From an optimization exercise on the open Yosys and OpenROAD flow, aimed at small area, a short achievable clock period and few clock cycles per item; shortcuts taken in it are not production practice. No functional check of the RTL was part of any run shown here. Power figures rest on the tool's default switching activity, not on a simulated workload.

==> design/flow/design.v <==
`timescale 1ns/10ps
`default_nettype none
module xbus_filter (
    input  logic        clk,
    input  logic        arst_n,
    input  logic [65:0] in_pkt,
    input  logic [7:0]  pad_value,
    output logic        vec_wr_en,
    output logic [15:0] vec_din,
    input  logic        vec_full,
    output logic        cache_full
);
    logic [1:0]  tag;
    logic        is_head;
    logic        is_body;
    logic [15:0] hx;
    logic [15:0] hy;
    assign tag = in_pkt[65:64];
    assign is_head = tag == 2'd1;
    assign is_body = tag == 2'd2;
    assign hx = in_pkt[15:0];
    assign hy = in_pkt[31:16];
    logic       x_lo;
    logic       x_hi;
    logic       y_lo;
    logic       y_hi;
    logic [7:0] ex;
    logic [7:0] ey;
    assign x_lo = hx[15:3] == '0;
    assign x_hi = hx == 16'hffff;
    assign y_lo = hy[15:3] == '0;
    assign y_hi = hy == 16'hffff;
    always_comb begin
        ex[0] = x_hi;
        ey[0] = y_hi;
        for (int i = 1; i < 8; i++) begin
            ex[i] = x_lo && hx[2:0] == 3'(i - 1);
            ey[i] = y_lo && hy[2:0] == 3'(i - 1);
        end
    end
    logic [5:0] h_colmask;
    logic [5:0] h_rowmask;
    always_comb begin
        for (int c = 0; c < 6; c++) begin
            h_colmask[c] = ex[c] | ex[c + 1] | ex[c + 2];
            h_rowmask[c] = ey[c] | ey[c + 1] | ey[c + 2];
        end
    end
    logic [2:0] h_cv;
    logic [2:0] h_rv;
    always_comb begin
        for (int k = 0; k < 3; k++) begin
            h_cv[k] = 1'b0;
            h_rv[k] = 1'b0;
            for (int i = 0; i < 8; i++) begin
                if (i - 1 + k >= 1 && i - 1 + k <= 6) begin
                    h_cv[k] = h_cv[k] | ex[i];
                    h_rv[k] = h_rv[k] | ey[i];
                end
            end
        end
    end
    logic [1:0] h_base;
    assign h_base = {hy[0], 1'b0} + hx[1:0] + 2'd1;
    function automatic logic [3:0] need_of(input int b, input logic [5:0] rm,
                                           input logic [5:0] cm);
        logic [3:0] n;
        n = '0;
        if (b < 9) begin
            for (int l = 0; l < 4; l++) begin
                n[l] = rm[(4 * b + l) / 6] & cm[(4 * b + l) % 6];
            end
        end
        need_of = n;
    endfunction
    logic [3:0]      ib;            
    logic [5:0]      colmask;
    logic [5:0]      rowmask;
    logic [2:0][3:0] nd;
    logic [3:0]      nd_next;       
    logic [1:0][3:0] nd_head;
    always_comb begin
        nd_next = 4'b1111;
        for (int b = 0; b < 9; b++) begin
            if (ib == 4'(b)) begin
                nd_next = (b + 3 < 9) ? need_of(b + 3, rowmask, colmask)
                        : ((b + 3 == 9) ? 4'b0000 : 4'b1111);
            end
        end
        for (int j = 0; j < 2; j++) begin
            nd_head[j] = need_of(j, h_rowmask, h_colmask);
        end
    end
    always_ff @(posedge clk or negedge arst_n) begin
        if (!arst_n) begin
            ib <= 4'd9;
            nd <= {4'b1111, 4'b1111, 4'b0000};
        end else if (is_head) begin
            ib <= 4'd0;
            nd <= {need_of(2, h_rowmask, h_colmask), nd_head};
        end else if (is_body) begin
            ib <= ib + 4'd1;
            nd <= {nd_next, nd[2:1]};
        end
    end
    always_ff @(posedge clk) begin
        if (is_head) begin
            colmask <= h_colmask;
            rowmask <= h_rowmask;
        end
    end
    logic [3:0] wr;
    assign wr = is_body ? nd[0] : 4'd0;
    logic [3:0]       wp;
    logic [3:0]       rp;
    logic [3:0]       t1;
    logic [3:0]       t2;
    logic [3:0]       pop;
    logic [3:0][15:0] ent0;
    logic [3:0][15:0] ent1;
    for (genvar l = 0; l < 4; l++) begin : g_lane
        logic [15:0] m0;
        logic [15:0] m1;
        always_ff @(posedge clk or negedge arst_n) begin
            if (!arst_n) begin
                wp[l] <= 1'b0;
                rp[l] <= 1'b0;
                t1[l] <= 1'b0;
                t2[l] <= 1'b0;
            end else begin
                if (wr[l]) wp[l] <= !wp[l];
                if (pop[l]) rp[l] <= !rp[l];
                if (wr[l] && !pop[l]) begin
                    t1[l] <= 1'b1;
                    t2[l] <= t1[l];
                end else if (!wr[l] && pop[l]) begin
                    t1[l] <= t2[l];
                    t2[l] <= 1'b0;
                end
            end
        end
        always_ff @(posedge clk) begin
            if (wr[l] && !wp[l]) m0 <= {in_pkt[8 * (4 + l) +: 8], in_pkt[8 * l +: 8]};
            if (wr[l] && wp[l]) m1 <= {in_pkt[8 * (4 + l) +: 8], in_pkt[8 * l +: 8]};
        end
        assign ent0[l] = m0;
        assign ent1[l] = m1;
    end
    logic       act;
    logic [2:0] okh;
    logic [2:0] okw;
    logic [8:0] opad;
    logic [3:0] lane0;
    logic       pend;
    logic [2:0] prv;
    logic [2:0] pcv;
    logic [1:0] pbase;
    logic [2:0] vfh;
    function automatic logic [3:0] rotl1(input logic [3:0] v);
        rotl1 = {v[2:0], v[3]};
    endfunction
    logic       row_end0;
    logic       lv1;
    logic       lpad0;
    logic       lpad1;
    logic [3:0] lane1;
    assign row_end0 = okw[2];
    assign lv1 = !(okh[2] && okw[2]);
    assign lpad0 = opad[0];
    assign lpad1 = opad[1];
    assign lane1 = row_end0 ? lane0 : rotl1(lane0);
    logic       can_emit;
    logic       have0;
    logic       emit;
    logic       take;
    logic [8:0] new_pad;
    logic [3:0] new_base;
    assign can_emit = vfh != 3'b111;
    assign have0 = lpad0 || (lane0 & t1) != 4'd0;
    assign emit = act && have0 && can_emit;
    assign take = !act || (emit && okh[2] && okw[2]);
    assign pop = (emit && !lpad0) ? lane0 : 4'd0;
    always_comb begin
        for (int kh = 0; kh < 3; kh++) begin
            for (int kw = 0; kw < 3; kw++) begin
                new_pad[kh * 3 + kw] = !(prv[kh] && pcv[kw]);
            end
        end
        new_base = 4'b0001 << pbase;
    end
    always_ff @(posedge clk or negedge arst_n) begin
        if (!arst_n) begin
            act <= 1'b0;
            pend <= 1'b0;
            vfh <= '0;
            vec_wr_en <= 1'b0;
        end else begin
            vfh <= {vfh[1:0], vec_full};
            vec_wr_en <= emit;
            if (take) begin
                act <= pend;
            end
            if (is_head) begin
                pend <= 1'b1;
            end else if (take) begin
                pend <= 1'b0;
            end
        end
    end
    logic [3:0]  sel0;
    logic [3:0]  sel1;
    logic [15:0] vec_next;
    assign sel0 = lpad0 ? 4'd0 : (lane0 & ~rp);
    assign sel1 = lpad0 ? 4'd0 : (lane0 & rp);
    always_comb begin
        vec_next = {16{lpad0}} & {pad_value, pad_value};
        for (int l = 0; l < 4; l++) begin
            vec_next = vec_next | ({16{sel0[l]}} & ent0[l]) | ({16{sel1[l]}} & ent1[l]);
        end
    end
    always_ff @(posedge clk) begin
        if (take) begin
            okh <= 3'b001;
            okw <= 3'b001;
            opad <= new_pad;
            lane0 <= new_base;
        end else if (emit) begin
            okw <= {okw[1:0], okw[2]};
            if (okw[2]) okh <= {okh[1:0], okh[2]};
            opad <= {1'b1, opad[8:1]};
            lane0 <= lane1;
        end
        if (is_head) begin
            prv <= h_rv;
            pcv <= h_cv;
            pbase <= h_base;
        end
        vec_din <= vec_next;
    end
    logic       cf_prev;        
    logic       ce1;
    logic       go1;            
    logic [3:0] q0;             
    logic [3:0] q1;             
    logic [3:0] nu1;            
    logic [3:0] nu2;            
    logic [3:0] nf1;            
    logic [3:0] nf2;            
    logic [3:0] na;
    logic [3:0] nb;
    logic [3:0] nc;
    logic [3:0] w1;             
    logic [3:0] w2;
    logic [3:0] w3;
    logic       h01;
    logic       h0and1;
    logic [3:0] hw1;
    logic [3:0] hw2;
    logic [3:0] ov;
    logic [3:0] hov;
    logic       cf_n;
    logic       pend_hit;
    always_comb begin
        ce1 = vfh[1:0] != 2'b11;
        go1 = emit && lv1 && ce1 && !lpad1;
        for (int l = 0; l < 4; l++) begin
            q0[l] = act && can_emit && !lpad0 && lane0[l] && t1[l];
            q1[l] = go1 && lane1[l] && (row_end0 ? (lpad0 ? t1[l] : t2[l]) : t1[l]);
        end
        nu1 = ~(q0 | q1);
        nu2 = ~(q0 & q1);
        nf1 = t2 & nu1;
        nf2 = t1 & (t2 | nu1) & nu2;
        na = nd[0];
        nb = (cf_prev && cache_full) ? 4'd0 : nd[1];
        nc = (cf_prev || cache_full) ? 4'd0 : nd[2];
        w1 = na | nb | nc;
        w2 = (na & nb) | (na & nc) | (nb & nc);
        w3 = na & nb & nc;
        ov = (w1 & nf1) | (w2 & nf2) | w3;
        h01 = h_rowmask[0] | h_rowmask[1];
        h0and1 = h_rowmask[0] & h_rowmask[1] & !cache_full;
        hw1 = {4{h01}};
        hw2 = {h0and1, h0and1, 2'b00};
        hov = (hw1 & nf1) | (hw2 & nf2);
        pend_hit = pend && (ib == 4'd9 || (ib == 4'd8 && !(cf_prev && cache_full))
                            || (ib == 4'd7 && !cf_prev && !cache_full));
        cf_n = (is_head ? hov != 4'd0 : ov != 4'd0) || pend_hit;
    end
    always_ff @(posedge clk or negedge arst_n) begin
        if (!arst_n) begin
            cache_full <= 1'b0;
            cf_prev <= 1'b0;
        end else begin
            cache_full <= cf_n;
            cf_prev <= cache_full;
        end
    end
endmodule
`default_nettype wire
==> design/flow/flow/run.sh <==
#!/bin/bash
# Standard ORFS layout with two changes: the port buffers start as buf_1
# (the resizer still upsizes the ones on critical paths) and CTS inserts no
# dummy loads. Each tool's output goes to its own log in the work folder.
set -euo pipefail
bash standard.sh \
  'BUFFER_PORTS_ARGS=-buffer_cell sky130_fd_sc_hd__buf_1' \
  'CTS_ARGS=-sink_clustering_enable -repair_clock_nets -dont_use_dummy_load -buf_list sky130_fd_sc_hd__clkbuf_4' \
  MATCH_CELL_FOOTPRINT=0 \
  finish > make_finish.log 2>&1
==> design/flow/standard.sh <==
#!/bin/bash
# synth_recipe.tcl (not shown) runs the flow's synth.tcl, then flattens the netlist and writes it again
# the make line also repeats each setting of config.mk as NAME=value (left out here)
make -C /OpenROAD-flow-scripts/flow DESIGN_CONFIG=/design/flow/config.mk WORK_HOME=/design/flow/orfs CLKGATE_MAP_FILE= SYNTH_SCRIPT=/design/flow/synth_recipe.tcl "${@:-finish}"
==> design/flow/config.mk <==
export PLATFORM = sky130hd
export DESIGN_NAME = xbus_filter
export DESIGN_NICKNAME = xbus_filter
export VERILOG_FILES = /design/flow/design.v
export SDC_FILE = /design/flow/constraint.sdc
export NUM_CORES = 4
export LEC_CHECK = 0
export CAP_MARGIN = 20
export CORE_MARGIN = 2
export CORE_UTILIZATION = 40
export CTS_BUF_LIST = sky130_fd_sc_hd__clkbuf_4
export SETUP_SLACK_MARGIN = 2.5
export SLEW_MARGIN = 20
==> design/flow/constraint.sdc <==
create_clock -name core_clock -period 4.5 [get_ports {clk}]
set_input_delay 0.9000 -clock core_clock [delete_from_list [all_inputs] [get_ports {clk}]]
set_output_delay 0.9000 -clock core_clock [all_outputs]
set_load 0.01 [all_outputs]
==> impl_metrics.csv, run 1 <==
group,metric,value,unit
sta,timing.final.ws_setup,2.37,ns
sta,rsz0062_at_grt,"true",
place,dp.cells,1140,
power_and_ir_drop,power.internal,3.99,mW
cts,cts_sinks,221,
critical_path,r2r_cells,9,
job,max-cap-violations,0,
final_layout,fillers,2110,
yosys,synth_area,0.00947,mm^2
critical_path,crit_arrival,2.64,ns
yosys,synth_compound_area_share,15.4,%
yosys,synth_fa_ha_area_share,1.53,%
yosys,synth_common_cells,"edfxtp_1, nand2_1, o21ai_0, nor2_1, dfrtp_1",
cts,path_clk_slew,0.07,ns
critical_path,path_class,"reg2reg",
global_route,grt_pass1_wl,40100,um
sta,hold_viol_final,0,
yosys,synth_most_common_cell,"edfxtp_1",
sta,tns,0,ns
power_and_ir_drop,clockPowerShare,21.2,%
yosys,syn-num-nets,847,
hold_path,min_path_type,"in2async",
die,fp.dieW,158,um
sta,setup_viol,0,
sta,clock.fmax,469,MHz
place,pre_cts_ws,1.57,ns
yosys,synthFlopType,"edfxtp_1",
sta,fin_skew,0.0945,ns
power_and_ir_drop,power_switching_share,34.4,%
yosys,async_flop_share,18.1,%
yosys,synth-simple-area-share,12.4,%
yosys,yosys_warnings,1,
critical_path,r2r_start,"lane0[1]",
critical_path,worstSetupStartpointType,"flop",
final_layout,final_cells,1235,
sta,fin_crit_sh,47.4,%
cts,clock_latency,0.71,ns
critical_path,r2r_end,"t1[3]",
critical_path,crit_top_cell,"buf_4",
cts,htree_num_levels,2,
cts,root_buffer,"clkbuf_4",
die,die-area,0.0249,mm^2
detailed_routing,drt_iter0_drc,683,
sta,slew_headroom,48.2,%
power_and_ir_drop,p_leak,3.95,nW
final_layout,syn_to_final_growth,21.0,%
critical_path,slowest_stage,"edfxtp_1",
place,portBuffers,94,
die,rows,56,
cts,clockBufferDepth,3,
power_and_ir_drop,max-vdd-ir-drop,0.000265,V
global_route,grt_max_degree,48,
global_route,grt_overflow,0,
yosys,syn_avg_cell_area,12.5,um^2
yosys,synthTopCellsByArea,"edfxtp_1, dfrtp_1, dfxtp_1",
sta,worst_pin_slew,0.775,ns
yosys,synth_cell_type_count,68,
yosys,synthCells,760,
yosys,synth_edf_count,159,
power_and_ir_drop,p_comb_share,31.5,%
detailed_routing,first_pass_iters,5,
yosys,synth_top_family_by_area,"compound AO/OA/AOI/OAI gates",
yosys,muxShareOfSynthArea,1.73,%
place,dp_hpwl,16900,um
final_layout,nets,1004,
final_layout,regArea,0.00625,mm^2
power_and_ir_drop,netSwitchingPower,2.10,mW
detailed_routing,route.detailed.drc,0,
critical_path,cp_max_fo,4,
sta,whs,0.321,ns
cts,cts_tree,"built",
critical_path,crit_chain,"a222oi_1, buf_4, buf_4, nand2_1, buf_4, nand2b_1, ha_1, nor3_1, a21oi_1",
yosys,synth.top_cell.area_share,50.4,%
detailed_routing,ant_nets,0,
final_layout,multi_input_area,0.00352,mm^2
detailed_routing,routedWlPerCell,21.9,um
critical_path,endpoint_kind,"flop",
die,die_h,158,um
critical_path,worst_path_largest_cell_delay,0.44,ns
power_and_ir_drop,power_density,532,mW/mm^2
die,core-area,0.0233,mm^2
global_route,antenna_found_initial,1,
sta,post-route-min-period,2.13,ns
cts,cts_buffers,57,
die,ios,95,
power_and_ir_drop,seqPwrFrac,47.3,%
yosys,synthXorXnorAreaFrac,0.832,%
sta,maxSlewViolCount,0,
yosys,yosysSeqAreaShare,65.8,%
place,gp_congestion,0.865,
global_route,grt_usage,21.5,%
detailed_routing,post_drt_via_cell_ratio,5.77,
detailed_routing,wl,27000,um
yosys,yosys.area.top_type,"edfxtp_1",
run_status,status,"complete, no violations",
critical_path,reg2reg_slack,2.37,ns
yosys,yosys_register_bits,221,
die,start_util,40.6,%
global_route,grt_pass1_vias,6876,
critical_path,cp.required,5.01,ns
detailed_routing,dr_total_vias,7123,
final_layout,drive_gt1_share,25.8,%
[critical path, delay by kind of cell (launching register included)]
kind                     cells  cell delay, ns
buffers and inverters        3            0.45
AO/OA/AOI/OAI                2            0.41
flip-flops                   1            0.44
AND/OR/NAND/NOR              3            0.42
adder cells (fa/ha/maj)      1            0.29
[layout make-up]
class	count	share of cell area (%)
Multi-Input combinational cell	486	30.7
Inverter	19	0.688
Antenna cell	1	0.0218
Sequential cell	221	54.6
Clock buffer	57	3.74
Timing Repair Buffer	132	6.75
Tap cell	319	3.48
[routing by layer]
| layer | global-route usage, % | vias to the layer above | part of all wire (%) |
|---|---|---|---|
| li1 | - | 3245 | - |
| met1 | 28.8 | 3502 | 42 |
| met2 | 35.1 | 330 | 49 |
| met3 | 4.52 | 46 | 7.0 |
| met4 | 6.97 | 0 | 2.1 |
| met5 | 0 | - | 0 |
[power groups by stage]
stage | clock, mW | sequential, mW | combinational (mW)
after global routing | 1.41 | 2.92 | 2.08
after CTS | 1.33 | 2.86 | 1.74
final | 1.29 | 2.88 | 1.92
after floorplan | 0 | 2.79 | 1.03
after global placement | 0 | 2.91 | 1.42
after detailed placement | 0 | 2.92 | 1.44
[stage by stage]
| stage | area, um^2 | util [%] | power (mW) |
|---|---|---|---|
| 2_1_floorplan | 9560 | - | 3.82 |
| 3_3_place_gp | 10200 | 43.7 | 4.33 |
| 3_5_place_dp | 10200 | 43.7 | 4.35 |
| 4_1_cts | 11100 | 47.6 | 5.93 |
| 5_1_grt | 11500 | 49.1 | 6.42 |
| 6_report | 11500 | 49.1 | 6.09 |
[flip-flops by register name, indices dropped and copies added, names as in the netlist, 6 cells and up]
register   count
g_lane.m1     64
g_lane.m0     64
colmask        6
nd            12
vec_din       16
opad           9
[placed cells by master, fill, tap and decap left out, types with 10 or more instances in the layout]
cell        n
mux2i_1    13
inv_1      16
buf_1      69
o21ai_1    15
a222oi_1   12
a221oi_1   16
nor2b_1    16
a22oi_1    24
dfstp_2    10
dfxtp_1    12
a31oi_1    22
buf_6      11
nor2_1     25
o21ai_0    26
nand3_1    26
nand4_1    13
buf_4      33
dfrtp_1    24
edfxtp_1  159
clkbuf_4   58
nand2_1    81
a21oi_1    29
[worst max path at each step]
stage	start	to	slack (ns)	depth (start not counted)
2_1_floorplan	in_pkt[25]	nd[10]	2.21	7
3_3_place_gp	in_pkt[17]	cache_full	1.53	7
3_5_place_dp	in_pkt[17]	cache_full	1.57	7
4_1_cts	cache_full	cache_full	2.36	1
5_1_grt	lane0[1]	lane0[2]	2.29	10
6_report	lane0[1]	t1[3]	2.37	9
[repair_timing]
action / 4_1_cts / 5_1_grt
hold buffers: 0 / 0
pin swaps: 12 / 17
hold endpoints to repair: 0 / 0
gates cloned: 1 / 1
setup buffers: 24 / 11
endpoints found under the setup margin: 83 / 80
gates resized for setup: 92 / 71
[cell families after synthesis]
family,after synthesis
AOI/OAI and AO/OA,207
xor gates and xnor gates,9
adders and majority gates,12
buffers and inverters,55
DFF,221
muxes,16
and+or+nand+nor,240
==> run 2, diff against run 1 <==
==> design/flow/flow/run.sh (replaced) <==
#!/bin/bash
# Standard ORFS layout with two changes: the port buffers start as buf_1
# (the resizer still upsizes the ones on critical paths) and CTS uses its own
# clustering and inserts no dummy loads. Each tool's output goes to its own
# log in the work folder.
set -euo pipefail
bash standard.sh \
  'BUFFER_PORTS_ARGS=-buffer_cell sky130_fd_sc_hd__buf_1' \
  'CTS_ARGS=-sink_clustering_enable -repair_clock_nets -dont_use_dummy_load -buf_list sky130_fd_sc_hd__clkbuf_8 -sink_clustering_size 16 -sink_clustering_max_diameter 60' \
  MATCH_CELL_FOOTPRINT=0 \
  finish > make_finish.log 2>&1
--- a/design/flow/config.mk
+++ b/design/flow/config.mk
@@ -8,6 +8,5 @@
 export CAP_MARGIN = 20
 export CORE_MARGIN = 2
 export CORE_UTILIZATION = 40
-export CTS_BUF_LIST = sky130_fd_sc_hd__clkbuf_4
 export SETUP_SLACK_MARGIN = 2.5
 export SLEW_MARGIN = 20
==> run 2 against run 1 <==
Net effect: combinational power down 5%; non-clock buffer count grew 12; register-to-register slack improved by 0.07 ns; critical path depth did not move; die area did not move; sequential share of layout area grew 0.30 points; maximum frequency increased by 2.3%; total power decreased by 5.6%; synthesized area unchanged; largest power group unchanged.
==> impl_metrics.csv, run 2 <==
group,metric,value,unit
run_status,status,"complete, no violations",
yosys,yosysSeqAreaShare,65.8,%
global_route,antenna_found_initial,0,
critical_path,crit_chain,"buf_4, nor4_2, nand4_1, or2_4, a21oi_4, buf_4, and3_1, a211oi_2, a21oi_1",
detailed_routing,wl,26500,um
global_route,grt_pass1_vias,6606,
cts,cts_buffers,21,
die,rows,56,
job,max-cap-violations,0,
critical_path,cp_max_fo,7,
yosys,yosys_warnings,1,
final_layout,final_cell_mix,"edfxtp_1, nand2_1, buf_1",
place,dp_hpwl,16900,um
critical_path,worstSetupStartpointType,"input port",
final_layout,drive_gt1_share,20.5,%
place,portBuffers,94,
place,pre_cts_ws,1.57,ns
die,die_h,158,um
final_layout,reg.largest.list,"g_lane.m0: 64 flops, g_lane.m1: 64 flops, vec_din: 16 flops",
detailed_routing,first_pass_iters,6,
critical_path,path_delay_family,"simple AND/OR/NAND/NOR gates",
power_and_ir_drop,max-vdd-ir-drop,0.000285,V
sta,rsz0062_at_grt,"true",
sta,tns,0,ns
die,start_util,40.6,%
critical_path,critical_path_buf_inv_count,2,
power_and_ir_drop,power_density,505,mW/mm^2
yosys,async_flop_share,18.1,%
cts,clockBufferDepth,3,
yosys,synth_cell_type_count,68,
critical_path,worst_path_largest_cell_delay,0.34,ns
yosys,synthFlopType,"edfxtp_1",
critical_path,reg2reg_slack,2.44,ns
yosys,synth-simple-area-share,12.4,%
yosys,syn-num-nets,847,
yosys,synth_common_cells,"edfxtp_1, nand2_1, o21ai_0, nor2_1, dfrtp_1",
power_and_ir_drop,p_leak,3.89,nW
sta,fin_crit_sh,46.3,%
sta,setup_viol,0,
yosys,synthTopCellsByArea,"edfxtp_1, dfrtp_1, dfxtp_1",
detailed_routing,drt_iter0_drc,596,
final_layout,finalCoreUtilization,48.7,%
die,fp.dieW,158,um
cts,cts_sinks,221,
final_layout,syn_to_final_growth,20.1,%
cts,htree_num_levels,1,
yosys,synth_edf_count,159,
sta,slew_headroom,54.7,%
yosys,synth_area,0.00947,mm^2
yosys,synthCells,760,
yosys,muxShareOfSynthArea,1.73,%
place,gp_congestion,0.865,
yosys,synth.top_cell.area_share,50.4,%
power_and_ir_drop,totalPowerFinal,5.75,mW
cts,clock_latency,0.56,ns
detailed_routing,ant_nets,0,
yosys,synth_compound_area_share,15.4,%
critical_path,slowest_stage,"or2_4",
critical_path,cp.required,4.99,ns
yosys,syn_avg_cell_area,12.5,um^2
detailed_routing,routedWlPerCell,21.9,um
yosys,synth_top_family_by_area,"compound AO/OA/AOI/OAI gates",
yosys,synth_fa_ha_area_share,1.53,%
yosys,synth_most_common_cell,"edfxtp_1",
sta,fin_skew,0.0888,ns
critical_path,endpoint_kind,"flop",
sta,worst_pin_slew,0.678,ns
global_route,grt_pass1_wl,39600,um
global_route,grt_max_degree,48,
sta,post-route-min-period,2.09,ns
final_layout,final_common_cell,"edfxtp_1",
die,die-area,0.0249,mm^2
critical_path,crit_top_cell,"buf_4",
global_route,grt_usage,21.1,%
detailed_routing,post_drt_via_cell_ratio,5.75,
critical_path,crit_arrival,2.58,ns
cts,path_clk_slew,0.10,ns
sta,whs,0.376,ns
cts,cts_tree,"built",
die,ios,95,
sta,clock.fmax,480,MHz
hold_path,min_path_type,"reg2reg",
critical_path,path_class,"in2reg",
yosys,synthXorXnorAreaFrac,0.832,%
global_route,grt_overflow,0,
sta,hold_viol_final,0,
die,core-area,0.0233,mm^2
detailed_routing,dr_total_vias,6960,
cts,root_buffer,"clkbuf_8",
final_layout,n_antenna_cell,0,
sta,maxSlewViolCount,0,
yosys,yosys.area.top_type,"edfxtp_1",
yosys,yosys_register_bits,221,
sta,timing.final.ws_setup,2.41,ns
final_layout,nets,980,
detailed_routing,route.detailed.drc,0,
run 2: cell count changes in the layout (fill, tap and decap cells not counted), moves of 3 or more:
cell / delta
buf_1: +5
buf_12: +5
buf_2: -6
buf_4: +11
buf_6: -6
clkbuf_2: +3
clkbuf_4: -57
clkbuf_8: +21
dfxtp_1: +9
dfxtp_2: -9
nor2_1: +5
nor2_2: -7
run 2: kinds of logic after synthesis:
group / Yosys count
adders and majority gates: 12
AOI/OAI and AO/OA: 207
DFF: 221
xor gates and xnor gates: 9
muxes: 16
buffers and inverters: 55
and+or+nand+nor: 240
run 2: worst paths after layout:
kind / startpoint / endpoint / cells past startpoint
worst max register to register: lane0[1] / cache_full / 8
worst min register to register: vfh[1] / vfh[2] / 0
worst min-delay path: vfh[1] / vfh[2] / 0
max in group asynchronous: arst_n / t1[1] / 2
min in group asynchronous: arst_n / nd[1] / 2
worst max-delay path: in_pkt[23] / cache_full / 9
run 2: layout make-up:
type	instances	area (um^2)
timing repair buffer	144	892
sequential	221	6240
fill	2083	12000
multi-input combinational	486	3470
clock buffer	21	289
inverter	19	78.8
tap	319	399
run 2: per-layer routing:
layer / GRT usage, % / wire length [um] / vias up
li1: - / - / 3182
met4: 5.80 / 598 / 0
met5: 0 / 0 / -
met2: 34.8 / 12800 / 310
met3: 3.28 / 1890 / 42
met1: 29.2 / 11200 / 3426
run 2: timing repair:
action                                  4_1_cts  5_1_grt
endpoints found under the setup margin       97       55
pin swaps                                    17       24
gates resized for setup                      67       66
cloned                                        1        1
hold buffers                                  0        0
setup buffers                                28       19
run 2: where the power goes:
| part | internal [mW] | switching, mW |
|---|---|---|
| Clock | 0.417 | 0.651 |
| Combinational | 0.801 | 1.02 |
| Sequential | 2.54 | 0.316 |
run 2: metrics by stage:
stage	cells	instance area, um^2
3_3_place_gp	1140	10200
3_5_place_dp	1140	10200
6_report	1210	11400
5_1_grt	1210	11400
4_1_cts	1190	11000
2_1_floorplan	760	9560
==> run 3, diff against run 2 <==
--- a/design/flow/config.mk
+++ b/design/flow/config.mk
@@ -8,5 +8,5 @@
 export CAP_MARGIN = 20
 export CORE_MARGIN = 2
 export CORE_UTILIZATION = 40
-export SETUP_SLACK_MARGIN = 2.5
+export SETUP_SLACK_MARGIN = 2.4
 export SLEW_MARGIN = 20
==> run 3 against run 2 <==
Net effect: still clean on timing, DRC and antenna; clock skew fell by 0.024 ns; flip-flop and latch count did not move; combinational power shrank 3%; highest routed layer unchanged.
==> impl_metrics.csv, run 3 <==
group,metric,value,unit
yosys,yosys_register_bits,221,
die,fp.dieW,158,um
yosys,yosys.area.top_type,"edfxtp_1",
power_and_ir_drop,netSwitchingPower,1.95,mW
final_layout,syn_to_final_growth,18.8,%
sta,slew_headroom,36.9,%
die,ios,95,
power_and_ir_drop,power.internal,3.69,mW
power_and_ir_drop,power_switching_share,34.6,%
yosys,synthFlopType,"edfxtp_1",
place,gp_congestion,0.829,
yosys,synth_cell_type_count,68,
sta,tns,0,ns
global_route,grt_pass1_vias,6461,
sta,whs,0.389,ns
sta,hold_viol_final,0,
yosys,synth.top_cell.area_share,50.4,%
yosys,synthCells,760,
yosys,synth_area,0.00947,mm^2
critical_path,path_class,"reg2reg",
critical_path,r2r_end,"cache_full",
critical_path,cp_max_fo,5,
global_route,grt_pass1_wl,39000,um
critical_path,cp.required,4.97,ns
sta,fin_skew,0.0645,ns
power_and_ir_drop,p_leak,3.78,nW
critical_path,worst_path_largest_cell_delay,0.45,ns
critical_path,worstSetupStartpointType,"flop",
detailed_routing,dr_total_vias,6799,
yosys,yosysSeqAreaShare,65.8,%
detailed_routing,routedWlPerCell,22.0,um
critical_path,endpoint_kind,"flop",
cts,clock_latency,0.55,ns
critical_path,r2r_cells,7,
job,max-cap-violations,0,
cts,cts_tree,"built",
die,die-area,0.0249,mm^2
cts,cts_sinks,221,
cts,cts_hold_buffers,0,
die,rows,56,
cts,root_buffer,"clkbuf_8",
detailed_routing,first_pass_iters,5,
yosys,syn_avg_cell_area,12.5,um^2
final_layout,final_cells,1194,
final_layout,drive_gt1_share,19.8,%
detailed_routing,ant_nets,0,
yosys,syn-num-nets,847,
cts,cts_buffers,20,
global_route,grt_overflow,0,
critical_path,crit_chain,"a222oi_1, a211o_2, and2b_2, o22a_1, o31ai_1, a211oi_2, a21oi_1",
sta,maxSlewViolCount,0,
final_layout,final_common_cell,"edfxtp_1",
power_and_ir_drop,power_density,502,mW/mm^2
critical_path,reg2reg_slack,2.35,ns
final_layout,nets,964,
power_and_ir_drop,p_comb_share,31.1,%
critical_path,setup.worst_path.end,"cache_full",
detailed_routing,wl,26200,um
critical_path,slowest_stage,"a222oi_1",
global_route,grt_usage,20.9,%
global_route,antenna_found_initial,0,
sta,fin_crit_sh,47.8,%
yosys,synth_most_common_cell,"edfxtp_1",
final_layout,reg.largest.list,"g_lane.m0: 64 flops, g_lane.m1: 64 flops, vec_din: 16 flops",
critical_path,r2r_start,"lane0[0]",
power_and_ir_drop,max-vdd-ir-drop,0.000370,V
cts,path_clk_slew,0.09,ns
place,portBuffers,94,
cts,clockBufferDepth,3,
final_layout,final_cell_mix,"edfxtp_1, nand2_1, buf_1",
detailed_routing,route.detailed.drc,0,
final_layout,multi_input_area,0.00356,mm^2
final_layout,regArea,0.00624,mm^2
critical_path,crit_start,"lane0[0]",
cts,htree_num_levels,1,
detailed_routing,drt_iter0_drc,597,
critical_path,crit_arrival,2.62,ns
sta,rsz0062_at_grt,"true",
final_layout,fillers,2078,
yosys,async_flop_share,18.1,%
power_and_ir_drop,seqPwrFrac,50.6,%
sta,setup_viol,0,
die,die_h,158,um
final_layout,n_antenna_cell,0,
place,pre_cts_ws,1.55,ns
place,dp.cells,1142,
yosys,yosys_warnings,1,
place,dp_hpwl,16900,um
hold_path,min_path_type,"reg2reg",
yosys,synth_edf_count,159,
yosys,synth_common_cells,"edfxtp_1, nand2_1, o21ai_0, nor2_1, dfrtp_1",
yosys,synthTopCellsByArea,"edfxtp_1, dfrtp_1, dfxtp_1",
sta,timing.final.ws_setup,2.35,ns
die,core-area,0.0233,mm^2
die,start_util,40.6,%
run_status,status,"complete, no violations",
detailed_routing,post_drt_via_cell_ratio,5.69,
sta,clock.fmax,465,MHz
global_route,grt_max_degree,48,
sta,worst_pin_slew,0.947,ns
power_and_ir_drop,clockPowerShare,18.3,%
sta,post-route-min-period,2.15,ns
## run 3: cells by family (layout without fill, tap and decap cells)
kind of cell | Yosys count | in the layout | share of synthesized area (%)
AND/OR/NAND/NOR | 240 | 242 | 12.4
multiplexers | 16 | 16 | 1.73
adder cells (fa/ha/maj) | 12 | 12 | 1.53
buffers and inverters | 55 | 168 | 2.31
flip-flops | 221 | 221 | 65.8
AO/OA/AOI/OAI | 207 | 207 | 15.4
XOR/XNOR | 9 | 9 | 0.832
## run 3: worst max-delay path, delay by kind of cell, from the launching register on
family / cells / cell delay, ns
AO/OA/AOI/OAI: 6 / 1.37
AND/OR/NAND/NOR: 1 / 0.26
flip-flops: 1 / 0.44
## run 3: layout make-up
type	instances	area share (%)
Timing Repair Buffer	129	6.24
Clock buffer	20	2.45
Multi-Input combinational cell	486	31.6
Sequential cell	221	55.4
Tap cell	319	3.55
Inverter	19	0.700
## run 3: metal layers
metal / GRT usage (%) / up-vias / share of wire [%]
met5: 0 / - / 0
met4: 5.50 / 0 / 2.3
met3: 2.90 / 39 / 6.1
met2: 35.4 / 240 / 50
met1: 28.4 / 3369 / 42
li1: - / 3151 / -
## run 3: metrics by stage
step                instance area [um^2]  utilization [%]  total power [mW]
floorplan                           9560                -              3.82
detailed placement                 10200             43.8              4.35
finish                             11300             48.2              5.64
CTS                                10800             46.3              5.50
global route                       11300             48.2              5.95
global placement                   10200             43.8              4.33
## run 3: power groups by stage
stage	clock, mW	combinational (mW)	sequential (mW)
after floorplan	0	1.03	2.79
after global placement	0	1.42	2.91
final	1.03	1.76	2.85
after detailed placement	0	1.43	2.91
after CTS	1.05	1.61	2.84
after global routing	1.12	1.93	2.90
## run 3: worst min-delay path by stage
stage,cells after the start,to,startpoint,slack (ns)
3_3_place_gp,0,vfh[2],vfh[1],0.38
2_1_floorplan,0,vfh[2],vfh[1],0.37
4_1_cts,0,vfh[2],vfh[1],0.39
3_5_place_dp,0,vfh[2],vfh[1],0.38
5_1_grt,0,vfh[2],vfh[1],0.42
6_report,0,vfh[2],vfh[1],0.39
## run 3: timing repair
| item | in CTS | in global routing |
|---|---|---|
| setup buffers | 20 | 10 |
| pin swaps | 12 | 24 |
| cloned | 1 | 1 |
| endpoints found under the setup margin | 93 | 74 |
| resized for setup | 40 | 99 |
==> run 4, diff against run 3 <==
--- a/design/flow/config.mk
+++ b/design/flow/config.mk
@@ -8,5 +8,5 @@
 export CAP_MARGIN = 20
 export CORE_MARGIN = 2
 export CORE_UTILIZATION = 40
-export SETUP_SLACK_MARGIN = 2.4
+export SETUP_SLACK_MARGIN = 2.6
 export SLEW_MARGIN = 20
==> run 4 against run 3 <==
Net effect: still clean on timing, DRC and antenna; critical path depth grew 2; hold slack improved by 0.011 ns; worst setup slack lost 0.026 ns; maximum frequency shrank 1.2%; critical endpoint unchanged; highest routed layer unchanged.
==> impl_metrics.csv, run 4 <==
group,metric,value,unit
yosys,synth_common_cells,"edfxtp_1, nand2_1, o21ai_0, nor2_1, dfrtp_1",
die,die_h,158,um
place,gp_congestion,0.863,
job,max-cap-violations,0,
critical_path,path_class,"reg2reg",
critical_path,reg2reg_slack,2.32,ns
global_route,antenna_found_initial,0,
sta,rsz0062_at_grt,"true",
die,die-area,0.0249,mm^2
power_and_ir_drop,netSwitchingPower,2.07,mW
detailed_routing,route.detailed.drc,0,
final_layout,postLayoutCellArea,0.0118,mm^2
sta,post-route-min-period,2.18,ns
critical_path,crit_start,"opad[0]",
critical_path,r2r_start,"opad[0]",
yosys,yosys_register_bits,221,
die,ios,95,
cts,clockBufferDepth,3,
critical_path,crit_arrival,2.56,ns
run_status,status,"complete, no violations",
cts,cts_buffers,20,
final_layout,nets,990,
critical_path,worstSetupStartpointType,"flop",
power_and_ir_drop,power.internal,3.94,mW
cts,path_clk_slew,0.09,ns
power_and_ir_drop,totalPowerFinal,6.01,mW
detailed_routing,dr_total_vias,6978,
critical_path,r2r_end,"cache_full",
cts,cts_tree,"built",
yosys,synthCells,760,
final_layout,final_common_cell,"edfxtp_1",
critical_path,setup.worst_path.end,"cache_full",
final_layout,n_antenna_cell,0,
yosys,yosys.area.top_type,"edfxtp_1",
global_route,grt_usage,20.9,%
yosys,synthFlopType,"edfxtp_1",
place,portBuffers,94,
yosys,syn-num-nets,847,
cts,htree_num_levels,1,
yosys,synthTopCellsByArea,"edfxtp_1, dfrtp_1, dfxtp_1",
place,dpl_cell_area,0.0103,mm^2
die,start_util,40.6,%
detailed_routing,drt_iter0_drc,667,
detailed_routing,first_pass_iters,5,
final_layout,syn_to_final_growth,24.7,%
yosys,synth_edf_count,159,
sta,fin_crit_sh,48.4,%
power_and_ir_drop,seqPwrFrac,48.3,%
critical_path,cp.required,4.88,ns
sta,maxSlewViolCount,0,
sta,tns,0,ns
critical_path,endpoint_kind,"flop",
final_layout,final_cell_mix,"edfxtp_1, nand2_1, buf_1",
yosys,synth_area,0.00947,mm^2
place,dp_hpwl,17300,um
sta,slew_headroom,55.5,%
hold_path,min_path_type,"reg2reg",
global_route,grt_max_degree,48,
die,rows,56,
detailed_routing,post_drt_via_cell_ratio,5.72,
sta,hold_viol_final,0,
die,core-area,0.0233,mm^2
power_and_ir_drop,clockPowerShare,17.0,%
power_and_ir_drop,p_leak,4.11,nW
power_and_ir_drop,max-vdd-ir-drop,0.000303,V
die,fp.dieW,158,um
final_layout,reg.largest.list,"g_lane.m0: 64 flops, g_lane.m1: 64 flops, vec_din: 16 flops",
cts,root_buffer,"clkbuf_8",
hold_path,hold_path.startpoint,"vfh[0]",
yosys,async_flop_share,18.1,%
power_and_ir_drop,p_comb_share,34.7,%
sta,fin_skew,0.0499,ns
detailed_routing,routedWlPerCell,21.9,um
yosys,synth_cell_type_count,68,
detailed_routing,wl,26700,um
critical_path,cp_max_fo,6,
sta,clock.fmax,459,MHz
global_route,grt_pass1_wl,39500,um
final_layout,drive_gt1_share,29.2,%
detailed_routing,ant_nets,0,
yosys,synth.top_cell.area_share,50.4,%
cts,clock_latency,0.54,ns
sta,setup_viol,0,
cts,cts_sinks,221,
global_route,grt_pass1_vias,6661,
sta,worst_pin_slew,0.666,ns
power_and_ir_drop,power_density,509,mW/mm^2
power_and_ir_drop,power_switching_share,34.5,%
yosys,yosysSeqAreaShare,65.8,%
critical_path,r2r_cells,9,
global_route,grt_overflow,0,
yosys,synth_most_common_cell,"edfxtp_1",
yosys,yosys_warnings,1,
yosys,syn_avg_cell_area,12.5,um^2
## run 4: changes by cell type in the layout (fill, tap and decap cells not counted), sizes merged
cell    before  now
buf        120  135
nand2       90   91
clkbuf      29   39
## run 4: worst min-delay path by stage
stage	to	slack, ns	depth (start not counted)
6_report	vfh[1]	0.40	0
2_1_floorplan	vfh[2]	0.37	0
4_1_cts	vfh[1]	0.40	0
3_3_place_gp	vfh[2]	0.37	0
3_5_place_dp	vfh[2]	0.38	0
5_1_grt	vfh[2]	0.43	0
## run 4: stage by stage
stage	setup slack, ns	utilization [%]	instances	hold slack [ns]
5_1_grt	2.20	50.6	1220	0.428
3_3_place_gp	1.73	44.0	1143	0.375
3_5_place_dp	1.66	44.0	1143	0.385
4_1_cts	2.32	48.2	1196	0.405
6_report	2.32	50.6	1220	0.400
2_1_floorplan	2.21	-	760	0.366
## run 4: cells by family after synthesis
family | count (synthesis) | synth area share (%)
AOI/OAI and AO/OA | 207 | 15.4
xor gates and xnor gates | 9 | 0.832
buffers and inverters | 55 | 2.31
and+or+nand+nor | 240 | 12.4
DFF | 221 | 65.8
muxes | 16 | 1.73
adders and majority gates | 12 | 1.53
## run 4: power by group through the flow
stage          logic, mW  registers (mW)  clock network, mW
2_1_floorplan       1.04            2.79                  0
4_1_cts             1.82            2.87               1.04
3_5_place_dp        1.42            2.94                  0
3_3_place_gp        1.41            2.94                  0
6_report            2.09            2.90               1.02
5_1_grt             2.26            2.94               1.11
## run 4: critical path, stage by stage, from the launching register on
cell	delay, ns
edfxtp_1	0.53
buf_6	0.18
buf_4	0.14
mux2i_1	0.11
o22a_1	0.25
nor3_4	0.26
maj3_2	0.25
nor3b_4	0.05
a221oi_2	0.17
a21oi_1	0.10
## run 4: what timing repair did
action                     4_1_cts  5_1_grt
cloned                           2        1
pin swaps                       24       36
hold buffers                     0        0
buffers inserted                31       23
gates resized for setup        134      107
setup endpoints to repair       90      114
## run 4: area by class of cell
class	instances	area (um^2)
flip-flops and latches	221	6250
inverters	19	78.8
well taps	319	399
repair buffers	154	1030
clock buffers	20	275
multi-input cells	487	3770
fillers	2038	11500
## run 4: metal layers
| metal | wire [um] | GRT usage, % | up-vias |
|---|---|---|---|
| li1 | - | - | 3206 |
| met1 | 11800 | 30.0 | 3475 |
| met2 | 12500 | 33.6 | 265 |
| met3 | 1990 | 3.20 | 32 |
| met4 | 448 | 4.68 | 0 |
| met5 | 0 | 0 | - |
==> run 5, diff against run 4 <==
--- a/design/flow/design.v
+++ b/design/flow/design.v
@@ -278,8 +278,8 @@
         w2 = (na & nb) | (na & nc) | (nb & nc);
         w3 = na & nb & nc;
         ov = (w1 & nf1) | (w2 & nf2) | w3;
-        h01 = h_rowmask[0] | h_rowmask[1];
-        h0and1 = h_rowmask[0] & h_rowmask[1] & !cache_full;
+        h01 = hy[15] || hy[2:0] <= 3'd2;
+        h0and1 = hy[2:1] == 2'd0 && !cache_full;
         hw1 = {4{h01}};
         hw2 = {h0and1, h0and1, 2'b00};
         hov = (hw1 & nf1) | (hw2 & nf2);
--- a/design/flow/config.mk
+++ b/design/flow/config.mk
@@ -8,5 +8,5 @@
 export CAP_MARGIN = 20
 export CORE_MARGIN = 2
 export CORE_UTILIZATION = 40
-export SETUP_SLACK_MARGIN = 2.6
+export SETUP_SLACK_MARGIN = 2.5
 export SLEW_MARGIN = 20
==> run 5 against run 4 <==
Net effect: first-iteration DRC count is 26% lower; total power up 4.4%; clock-buffer cell count increased by 2; largest power group unchanged.
==> impl_metrics.csv, run 5 <==
group,metric,value,unit
run_status,status,"complete, no violations",
sta,tns,0,ns
cts,htree_num_levels,1,
yosys,synth_edf_count,159,
critical_path,path_class,"reg2reg",
sta,post-route-min-period,2.15,ns
yosys,synth_most_common_cell,"edfxtp_1",
cts,clock_latency,0.55,ns
die,fp.dieW,158,um
detailed_routing,drt_iter0_drc,494,
global_route,grt_pass1_vias,6289,
detailed_routing,first_pass_iters,5,
yosys,syn_avg_cell_area,12.4,um^2
place,portBuffers,94,
place,dpl_cell_area,0.0103,mm^2
critical_path,slowest_stage,"dfstp_2",
hold_path,min_path_type,"reg2reg",
die,die_h,158,um
detailed_routing,wl,24900,um
die,ios,95,
yosys,yosys.area.top_type,"edfxtp_1",
place,pre_cts_ws,1.64,ns
sta,setup_viol,0,
final_layout,nets,990,
yosys,async_flop_share,18.1,%
power_and_ir_drop,p_leak,3.94,nW
detailed_routing,ant_nets,0,
yosys,synth_common_cells,"edfxtp_1, nand2_1, nor2_1, o21ai_0",
detailed_routing,dr_wl_met3,1530,um
sta,maxSlewViolCount,0,
yosys,synthFlopType,"edfxtp_1",
final_layout,final_common_cell,"edfxtp_1",
detailed_routing,highest_layer,"met4",
final_layout,postLayoutCellArea,0.0114,mm^2
critical_path,reg2reg_slack,2.35,ns
cts,path_clk_slew,0.11,ns
final_layout,final_cell_mix,"edfxtp_1, nand2_1, buf_1",
die,rows,56,
cts,root_buffer,"clkbuf_8",
critical_path,crit_chain,"inv_2, ha_4, nor3b_4, and3_1, o31ai_2, o21ai_1, a221oi_2, nor3_1, a221o_1",
job,max-cap-violations,0,
yosys,synth.top_cell.area_share,50.1,%
critical_path,r2r_cells,9,
yosys,synthTopCellsByArea,"edfxtp_1, dfrtp_1, dfxtp_1",
global_route,grt_pass1_wl,36800,um
yosys,synthCells,767,
critical_path,setup.worst_path.end,"nd[11]",
critical_path,cp_max_fo,6,
yosys,yosys_warnings,1,
die,start_util,40.7,%
die,die-area,0.0251,mm^2
critical_path,worstSetupStartpointType,"flop",
sta,hold_viol_final,0,
sta,fin_crit_sh,47.8,%
critical_path,cp.required,4.92,ns
yosys,synth_cell_type_count,65,
global_route,grt_overflow,0,
sta,rsz0062_at_grt,"true",
place,dp_hpwl,16700,um
detailed_routing,dr_total_vias,6743,
critical_path,r2r_end,"nd[11]",
detailed_routing,post_drt_via_cell_ratio,5.53,
sta,worst_pin_slew,0.610,ns
place,gp_congestion,0.800,
sta,slew_headroom,59.3,%
final_layout,fillers,2108,
detailed_routing,met1_length,11800,um
final_layout,syn_to_final_growth,20.2,%
cts,cts_sinks,221,
yosys,syn-num-nets,854,
critical_path,worst_path_largest_cell_delay,0.55,ns
sta,whs,0.433,ns
detailed_routing,routedWlPerCell,20.4,um
cts,cts_buffers,22,
detailed_routing,dr_wl_met2,11200,um
critical_path,crit_arrival,2.57,ns
die,core-area,0.0234,mm^2
final_layout,reg.largest.list,"g_lane.m0: 64 flops, g_lane.m1: 64 flops, vec_din: 16 flops",
global_route,grt_usage,19.6,%
sta,fin_skew,0.0686,ns
detailed_routing,route.detailed.drc,0,
cts,cts_tree,"built",
final_layout,drive_gt1_share,22.0,%
yosys,yosys_register_bits,221,
critical_path,endpoint_kind,"flop",
cts,clockBufferDepth,3,
yosys,yosysSeqAreaShare,65.4,%
global_route,grt_max_degree,43,
power_and_ir_drop,power_density,549,mW/mm^2
global_route,antenna_found_initial,0,
sta,timing.final.ws_setup,2.35,ns
critical_path,r2r_start,"ib[0]",
yosys,synth_area,0.00952,mm^2
critical_path,crit_start,"ib[0]",
sta,clock.fmax,465,MHz
final_layout,n_antenna_cell,0,
power_and_ir_drop,max-vdd-ir-drop,0.000239,V
-- run 5: changes by cell type in the layout (fill, tap and decap cells not counted), moves of 6 or more --
cell and delta:
dfxtp_1 +13, a221oi_2 -6, buf_6 -17, dfxtp_2 -12
clkbuf_2 -8, o21ai_1 -7, nand2_4 -7, a222oi_1 -9
nand2_1 +12, o21ai_0 +8, nor2_1 +10, buf_1 +26
mux2i_1 +16
-- run 5: cells by family (layout without fill, tap and decap cells) --
group | Yosys count | in the layout | share of synthesized area, %
AOI/OAI and AO/OA | 177 | 177 | 12.6
xor gates and xnor gates | 9 | 9 | 0.828
adders and majority gates | 12 | 12 | 1.52
buffers and inverters | 49 | 181 | 2.17
DFF | 221 | 221 | 65.4
muxes | 36 | 36 | 3.88
and+or+nand+nor | 263 | 265 | 13.6
-- run 5: worst min-delay path by stage --
stage                    startpoint    endpoint  slack [ns]  cells after the start
finish              g_lane[3].m0[1]  vec_din[1]        0.43                      2
detailed placement           vfh[1]      vfh[2]        0.44                      0
floorplan                    vfh[1]      vfh[2]        0.42                      0
global route        g_lane[3].m0[1]  vec_din[1]        0.45                      2
global placement             okh[0]      okh[0]        0.44                      1
CTS                 g_lane[3].m0[1]  vec_din[1]        0.43                      2
-- run 5: timing repair --
action | 4_1_cts | 5_1_grt
setup buffers | 20 | 22
pin swaps | 9 | 27
hold buffers | 0 | 0
cloned | 1 | 1
gates resized for setup | 39 | 80
endpoints found under the setup margin | 84 | 60
-- run 5: final cells by class --
cell class,instances,area [um^2],share of cell area [%]
inverters,16,67.6,0.590
clock buffers,22,303,2.65
multi-input cells,499,3670,32.1
flip-flops and latches,221,6240,54.5
repair buffers,143,767,6.70
well taps,319,399,3.49
-- run 5: stage by stage --
| step | total power [mW] | cells | util [%] |
|---|---|---|---|
| 2_1_floorplan | 4.14 | 767 | - |
| 3_3_place_gp | 4.71 | 1154 | 44.2 |
| 3_5_place_dp | 4.73 | 1154 | 44.2 |
| 4_1_cts | 5.95 | 1197 | 46.7 |
| 5_1_grt | 6.62 | 1220 | 48.9 |
| 6_report | 6.28 | 1220 | 48.9 |
-- run 5: metal layers --
metal | GRT usage (%) | vias to the layer above
met5 | 0 | -
met3 | 2.94 | 25
met4 | 4.29 | 0
li1 | - | 3176
met2 | 30.4 | 223
met1 | 29.4 | 3319
-- run 5: critical path: cells and delay by family (launching register included) --
family | cells | cell delay, ns
AO/OA/AOI/OAI | 4 | 0.85
adder cells (fa/ha/maj) | 1 | 0.17
buffers and inverters | 1 | 0.07
flip-flops | 1 | 0.55
AND/OR/NAND/NOR | 3 | 0.44
-- run 5: power by group --
| group | total, mW | internal [mW] | switching (mW) |
|---|---|---|---|
| clock | 1.07 | 0.436 | 0.632 |
| sequential | 2.96 | 2.59 | 0.373 |
| combinational | 2.25 | 1.01 | 1.24 |
==> run 6, diff against run 5 <==
--- a/design/flow/design.v
+++ b/design/flow/design.v
@@ -278,8 +278,8 @@
         w2 = (na & nb) | (na & nc) | (nb & nc);
         w3 = na & nb & nc;
         ov = (w1 & nf1) | (w2 & nf2) | w3;
-        h01 = hy[15] || hy[2:0] <= 3'd2;
-        h0and1 = hy[2:1] == 2'd0 && !cache_full;
+        h01 = h_rowmask[0] | h_rowmask[1];
+        h0and1 = h_rowmask[0] & h_rowmask[1] & !cache_full;
         hw1 = {4{h01}};
         hw2 = {h0and1, h0and1, 2'b00};
         hov = (hw1 & nf1) | (hw2 & nf2);
--- a/design/flow/flow/run.sh
+++ b/design/flow/flow/run.sh
@@ -6,6 +6,6 @@
 set -euo pipefail
 bash standard.sh \
   'BUFFER_PORTS_ARGS=-buffer_cell sky130_fd_sc_hd__buf_1' \
-  'CTS_ARGS=-sink_clustering_enable -repair_clock_nets -dont_use_dummy_load -buf_list sky130_fd_sc_hd__clkbuf_8 -sink_clustering_size 16 -sink_clustering_max_diameter 60' \
+  'CTS_ARGS=-sink_clustering_enable -repair_clock_nets -dont_use_dummy_load -buf_list sky130_fd_sc_hd__clkbuf_16 -sink_clustering_size 30 -sink_clustering_max_diameter 100' \
   MATCH_CELL_FOOTPRINT=0 \
   finish > make_finish.log 2>&1
==> run 6 against run 5 <==
Net effect: still clean on timing, DRC and antenna; wire length increased by 8.6%; synthesized area decreased by 0.55%; sequential power decreased by 3%; combinational power decreased by 15%; first-iteration DRC count increased by 37%; clock skew decreased by 0.043 ns; via count increased by 4.1%; worst setup slack got worse by 0.050 ns; total power decreased by 6.8%; critical endpoint is now cache_full.
==> impl_metrics.csv, run 6 <==
group,metric,value,unit
run_status,status,"complete, no violations",
yosys,yosys_register_bits,221,
sta,maxSlewViolCount,0,
yosys,syn-num-nets,847,
detailed_routing,post_drt_via_cell_ratio,5.78,
yosys,async_flop_share,18.1,%
final_layout,n_antenna_cell,0,
detailed_routing,dr_total_vias,7017,
critical_path,crit_arrival,2.59,ns
cts,htree_num_levels,1,
detailed_routing,first_pass_iters,5,
yosys,synth_cell_type_count,68,
sta,whs,0.407,ns
sta,setup_viol,0,
power_and_ir_drop,power_density,504,mW/mm^2
yosys,synthTopCellsByArea,"edfxtp_1, dfrtp_1, dfxtp_1",
sta,worst_pin_slew,0.602,ns
critical_path,path_class,"reg2reg",
critical_path,reg2reg_slack,2.30,ns
global_route,grt_usage,21.3,%
yosys,yosys.area.top_type,"edfxtp_1",
critical_path,r2r_end,"cache_full",
critical_path,cp.required,4.89,ns
yosys,syn_avg_cell_area,12.5,um^2
hold_path,min_to,"vfh[2]",
yosys,synth.top_cell.area_share,50.4,%
global_route,grt_pass1_vias,6645,
final_layout,nets,984,
hold_path,hold_path_depth,0,
sta,tns,0,ns
yosys,synth_edf_count,159,
die,rows,56,
hold_path,min_path_type,"reg2reg",
place,dp_hpwl,16900,um
cts,cts_buffers,11,
cts,root_buffer,"clkbuf_16",
power_and_ir_drop,max-vdd-ir-drop,0.000289,V
sta,clock.fmax,454,MHz
final_layout,drive_gt1_share,22.2,%
critical_path,endpoint_kind,"flop",
die,start_util,40.6,%
critical_path,r2r_start,"lane0[1]",
die,ios,95,
yosys,yosys_warnings,1,
cts,cts_tree,"built",
critical_path,r2r_cells,8,
yosys,synth_area,0.00947,mm^2
detailed_routing,routedWlPerCell,22.3,um
sta,hold_viol_final,0,
cts,cts_hold_buffers,0,
final_layout,final_cell_mix,"edfxtp_1, nand2_1, buf_1",
die,die-area,0.0249,mm^2
cts,clock_latency,0.48,ns
detailed_routing,ant_nets,0,
global_route,antenna_found_initial,0,
final_layout,syn_to_final_growth,22.6,%
die,core-area,0.0233,mm^2
detailed_routing,drt_iter0_drc,679,
global_route,grt_overflow,0,
sta,rsz0062_at_grt,"true",
sta,fin_skew,0.0252,ns
power_and_ir_drop,p_leak,3.96,nW
cts,cts_sinks,221,
place,gp_congestion,0.865,
cts,path_clk_slew,0.12,ns
yosys,synthFlopType,"edfxtp_1",
die,die_h,158,um
critical_path,cp_max_fo,5,
global_route,grt_pass1_wl,39900,um
yosys,synthCells,760,
sta,fin_crit_sh,48.9,%
yosys,synth_common_cells,"edfxtp_1, nand2_1, o21ai_0, nor2_1, dfrtp_1",
detailed_routing,wl,27100,um
yosys,yosysSeqAreaShare,65.8,%
die,fp.dieW,158,um
yosys,synth_most_common_cell,"edfxtp_1",
final_layout,reg.largest.list,"g_lane.m0: 64 flops, g_lane.m1: 64 flops, vec_din: 16 flops",
place,portBuffers,94,
sta,slew_headroom,59.8,%
global_route,grt_max_degree,48,
detailed_routing,route.detailed.drc,0,
job,max-cap-violations,0,
sta,post-route-min-period,2.20,ns
cts,clockBufferDepth,3,
final_layout,final_common_cell,"edfxtp_1",
hold_path,hold_path.startpoint,"vfh[1]",
critical_path,worstSetupStartpointType,"flop",
==> run 6: stage by stage <==
| step | std cells | utilization (%) | area, um^2 | setup slack (ns) | power [mW] |
|---|---|---|---|---|---|
| global route | 1214 | 49.8 | 11600 | 2.25 | 6.13 |
| CTS | 1189 | 47.8 | 11200 | 2.34 | 5.68 |
| detailed placement | 1140 | 43.7 | 10200 | 1.57 | 4.35 |
| floorplan | 760 | - | 9560 | 2.21 | 3.82 |
| finish | 1214 | 49.8 | 11600 | 2.30 | 5.85 |
| global placement | 1140 | 43.7 | 10200 | 1.53 | 4.33 |
==> run 6: where the power goes <==
part	total, mW	switching, mW	leakage, nW	internal, mW
registers	2.87	0.324	2.07	2.54
clock network	1.07	0.627	0.136	0.445
logic	1.91	1.05	1.76	0.865
total	5.85	2.00	3.96	3.85
==> run 6: what timing repair did <==
action	4_1_cts	5_1_grt
endpoints found under the setup margin	135	98
gates resized for setup	89	68
gates cloned	1	1
setup buffers	37	24
pin swaps	24	23
==> run 6: worst max path at each step <==
stage,start,endpoint,slack (ns),cells past startpoint
finish,lane0[1],cache_full,2.30,8
global route,opad[0],cache_full,2.25,8
CTS,opad[0],cache_full,2.34,8
detailed placement,in_pkt[17],cache_full,1.57,7
global placement,in_pkt[17],cache_full,1.53,7
floorplan,in_pkt[25],nd[10],2.21,7
==> run 6: metal layers <==
metal  wire [um]  share of wire, %  vias to the layer above  track usage, %
met4         731               2.7                        0            6.36
met2       13200                49                      299            35.2
li1            -                 -                     3185               -
met1       11300                42                     3486            29.4
met3        1840               6.8                       47            2.96
met5           0                 0                        -               0
==> run 6: worst max-delay path, cell delays in order (launching register included) <==
cell and delay, ns:
edfxtp_1 0.46, a222oi_1 0.42, buf_4 0.18, a211o_4 0.17, and2b_2 0.25, o22a_1 0.26
o31ai_1 0.13, a211oi_2 0.12, a21oi_1 0.12
==> run 6: area by class of cell <==
class | instances | area [um^2]
clock buffers | 11 | 275
fillers | 2053 | 11700
inverters | 19 | 78.8
multi-input cells | 486 | 3560
flip-flops and latches | 221 | 6240
well taps | 319 | 399
repair buffers | 158 | 1060
==> run 6: cell families (layout without fill, tap and decap cells) <==
group,after synthesis,after routing,synth area share [%]
AO/OA/AOI/OAI,207,207,15.4
multiplexers,16,16,1.73
AND/OR/NAND/NOR,240,242,12.4
XOR/XNOR,9,9,0.832
adder cells (fa/ha/maj),12,12,1.53
flip-flops,221,221,65.8
buffers and inverters,55,188,2.31
==> run 7, diff against run 6 <==
--- a/design/flow/flow/run.sh
+++ b/design/flow/flow/run.sh
@@ -6,6 +6,6 @@
 set -euo pipefail
 bash standard.sh \
   'BUFFER_PORTS_ARGS=-buffer_cell sky130_fd_sc_hd__buf_1' \
-  'CTS_ARGS=-sink_clustering_enable -repair_clock_nets -dont_use_dummy_load -buf_list sky130_fd_sc_hd__clkbuf_16 -sink_clustering_size 30 -sink_clustering_max_diameter 100' \
+  'CTS_ARGS=-sink_clustering_enable -repair_clock_nets -dont_use_dummy_load -buf_list {sky130_fd_sc_hd__clkbuf_4 sky130_fd_sc_hd__clkbuf_8} -sink_clustering_size 12 -sink_clustering_max_diameter 50' \
   MATCH_CELL_FOOTPRINT=0 \
   finish > make_finish.log 2>&1
==> run 7 against run 6 <==
Net effect: first-iteration DRC count down 6.5%; still clean; die area did not move; clock skew rose by 0.077 ns; highest routed layer unchanged; maximum frequency rose by 4.8%; critical endpoint unchanged; utilization is 0.99 points lower; critical path type unchanged.
==> impl_metrics.csv, run 7 <==
group,metric,value,unit
run_status,status,"complete, no violations",
yosys,yosysSeqAreaShare,65.8,%
die,fp.dieW,158,um
final_layout,multi_input_area,0.00341,mm^2
critical_path,worstSetupStartpointType,"flop",
critical_path,crit_chain,"a222oi_1, a211o_1, and3b_2, o32ai_4, o32a_1, a211oi_2, a21oi_1",
critical_path,cp_max_fo,5,
die,ios,95,
cts,cts_hold_buffers,0,
detailed_routing,routedWlPerCell,21.8,um
final_layout,drive_gt1_share,21.1,%
detailed_routing,wl,26500,um
yosys,async_flop_share,18.1,%
power_and_ir_drop,power_density,515,mW/mm^2
yosys,yosys_warnings,1,
critical_path,crit_arrival,2.61,ns
power_and_ir_drop,p_comb_share,30.4,%
die,rows,56,
cts,cts_buffers,28,
place,portBuffers,94,
global_route,grt_overflow,0,
place,gp_congestion,0.865,
sta,hold_viol_final,0,
final_layout,n_antenna_cell,0,
power_and_ir_drop,totalPowerFinal,5.86,mW
yosys,yosys.area.top_type,"edfxtp_1",
power_and_ir_drop,p_leak,3.93,nW
sta,post-route-min-period,2.10,ns
cts,cts_sinks,221,
sta,whs,0.343,ns
sta,rsz0062_at_grt,"true",
sta,worst_pin_slew,0.644,ns
critical_path,worst_path_largest_cell_delay,0.43,ns
yosys,synthFlopType,"edfxtp_1",
power_and_ir_drop,power_switching_share,33.9,%
yosys,synth_common_cells,"edfxtp_1, nand2_1, o21ai_0, nor2_1, dfrtp_1",
place,dp_hpwl,16900,um
critical_path,cp.required,5.01,ns
yosys,synthTopCellsByArea,"edfxtp_1, dfrtp_1, dfxtp_1",
sta,fin_skew,0.103,ns
detailed_routing,first_pass_iters,5,
detailed_routing,route.detailed.drc,0,
critical_path,path_class,"reg2reg",
sta,clock.fmax,476,MHz
cts,cts_tree,"built",
yosys,synth_area,0.00947,mm^2
cts,path_clk_slew,0.08,ns
global_route,grt_max_degree,48,
final_layout,reg.largest.list,"g_lane.m0: 64 flops, g_lane.m1: 64 flops, vec_din: 16 flops",
final_layout,finalCoreUtilization,48.8,%
sta,maxSlewViolCount,0,
detailed_routing,dr_total_vias,6886,
final_layout,syn_to_final_growth,20.2,%
power_and_ir_drop,max-vdd-ir-drop,0.000250,V
cts,root_buffer,"clkbuf_8",
final_layout,fillers,2084,
yosys,synth_most_common_cell,"edfxtp_1",
final_layout,final_cell_mix,"edfxtp_1, nand2_1, buf_1",
yosys,synth.top_cell.area_share,50.4,%
sta,setup_viol,0,
yosys,yosys_register_bits,221,
global_route,grt_pass1_wl,40000,um
global_route,grt_pass1_vias,6734,
power_and_ir_drop,power.internal,3.87,mW
sta,fin_crit_sh,46.6,%
die,core-area,0.0233,mm^2
power_and_ir_drop,seqPwrFrac,48.9,%
final_layout,regArea,0.00624,mm^2
cts,htree_num_levels,1,
global_route,antenna_found_initial,0,
power_and_ir_drop,clockPowerShare,20.7,%
final_layout,final_common_cell,"edfxtp_1",
sta,slew_headroom,57.1,%
final_layout,nets,981,
detailed_routing,ant_nets,0,
critical_path,slowest_stage,"a222oi_1",
detailed_routing,drt_iter0_drc,635,
power_and_ir_drop,netSwitchingPower,1.99,mW
yosys,synth_cell_type_count,68,
hold_path,min_path_type,"reg2reg",
die,die_h,158,um
critical_path,endpoint_kind,"flop",
cts,clockBufferDepth,3,
job,max-cap-violations,0,
yosys,syn_avg_cell_area,12.5,um^2
die,start_util,40.6,%
yosys,synthCells,760,
yosys,synth_edf_count,159,
die,die-area,0.0249,mm^2
global_route,grt_usage,21.3,%
detailed_routing,post_drt_via_cell_ratio,5.69,
yosys,syn-num-nets,847,
sta,tns,0,ns
cts,clock_latency,0.59,ns
-- run 7: cell types whose count changed in the layout (fill, tap and decap cells not counted), moves of 8 or more --
cell,change
buf_4,-15
buf_1,-8
nor2_1,+10
clkbuf_16,-11
clkbuf_2,+8
clkbuf_8,+28
-- run 7: routing by layer --
layer | up-vias | global-route usage (%) | share of wire (%)
met4 | 0 | 6.41 | 2.4
met2 | 251 | 35.2 | 48
li1 | 3182 | - | -
met5 | - | 0 | 0
met1 | 3406 | 29.1 | 43
met3 | 47 | 3.39 | 6.3
-- run 7: layout make-up --
| class | count | share of cell area, % |
|---|---|---|
| sequential | 221 | 54.8 |
| inverter | 19 | 0.649 |
| clock buffer | 28 | 3.39 |
| tap | 319 | 3.51 |
| timing repair buffer | 139 | 7.66 |
| multi-input combinational | 485 | 29.9 |
-- run 7: repair_timing --
| item | 4_1_cts | 5_1_grt |
|---|---|---|
| pin swaps | 22 | 16 |
| endpoints found under the hold margin | 0 | 0 |
| gates cloned | 1 | 0 |
| setup buffers | 31 | 11 |
| endpoints found under the setup margin | 92 | 59 |
| gates resized for setup | 64 | 65 |
-- run 7: kinds of logic (layout without fill, tap and decap cells) --
logic type / count (synthesis) / count (layout) / synth area share, %
flip-flops: 221 / 221 / 65.8
buffers and inverters: 55 / 186 / 2.31
AND/OR/NAND/NOR: 240 / 241 / 12.4
XOR/XNOR: 9 / 9 / 0.832
multiplexers: 16 / 16 / 1.73
AO/OA/AOI/OAI: 207 / 207 / 15.4
adder cells (fa/ha/maj): 12 / 12 / 1.53
-- run 7: path summary, 6_finish.rpt --
kind	start	end	slack, ns	cells after the start
worst max-delay path	lane0[0]	cache_full	2.40	7
worst max register to register	lane0[0]	cache_full	2.40	7
max in group asynchronous	arst_n	t1[0]	3.61	2
min in group asynchronous	arst_n	wp[1]	0.40	2
worst min-delay path	vfh[1]	vfh[2]	0.34	0
worst min register to register	vfh[1]	vfh[2]	0.34	0
-- run 7: worst max-delay path: cells and delay by family, from the launching register on --
family          cells  cell delay, ns
flops               1            0.42
compound gates      6            1.40
simple gates        1            0.25
-- run 7: power by group through the flow --
stage	sequential (mW)	combinational (mW)	clock, mW
6_report	2.86	1.78	1.21
3_5_place_dp	2.92	1.44	0
2_1_floorplan	2.79	1.03	0
5_1_grt	2.91	1.94	1.32
3_3_place_gp	2.91	1.42	0
4_1_cts	2.86	1.67	1.24
-- run 7: per-stage QoR --
stage | instance area (um^2) | worst slack [ns] | std cells
final | 11400 | 2.40 | 1211
after global routing | 11400 | 2.33 | 1211
after CTS | 11100 | 2.42 | 1200
after detailed placement | 10200 | 1.57 | 1140
after global placement | 10200 | 1.53 | 1140
after floorplan | 9560 | 2.21 | 760

[separate check: timing with driven ports]
The results above use ideal ports. As a check the final layouts listed here were re-extracted and re-timed, cells and wires unchanged.
Step 1: set_driving_cell puts a clkbuf_16 on clk and a buf_2 on each other input, an assumption about the parent block.
Step 2 also shifts input and output timing later by t, the mid clock arrival at the registers, as if the neighbouring blocks saw the same clock.
Slacks: ideal / step 1 / step 2; pairs: ideal / step 1.
run	t, ns	setup WS [ns]	worst setup path after step 2	clock arrival spread, ns	worst data-port slew with drivers (ns)
run 1	0.709	2.366 / 2.364 / 1.816	input to register	0.094 / 0.095	0.06
run 2	0.562	2.415 / 2.419 / 1.856	input to register	0.091 / 0.091	0.08
run 3	0.562	2.349 / 2.349 / 1.808	input to register	0.065 / 0.064	0.06
run 4	0.558	2.323 / 2.323 / 1.920	input to register	0.050 / 0.050	0.08
run 5	0.563	2.349 / 2.349 / 1.958	input to register	0.069 / 0.068	0.05
run 6	0.518	2.299 / 2.299 / 1.946	input to register	0.029 / 0.029	0.08
run 7	0.576	2.401 / 2.401 / 1.851	input to register	0.102 / 0.103	0.08
After both steps setup and hold are still met in every run listed. For run 2, which loses most, drivers alone change the setup slack by +0.004 ns; drivers and shift together by -0.559 ns.
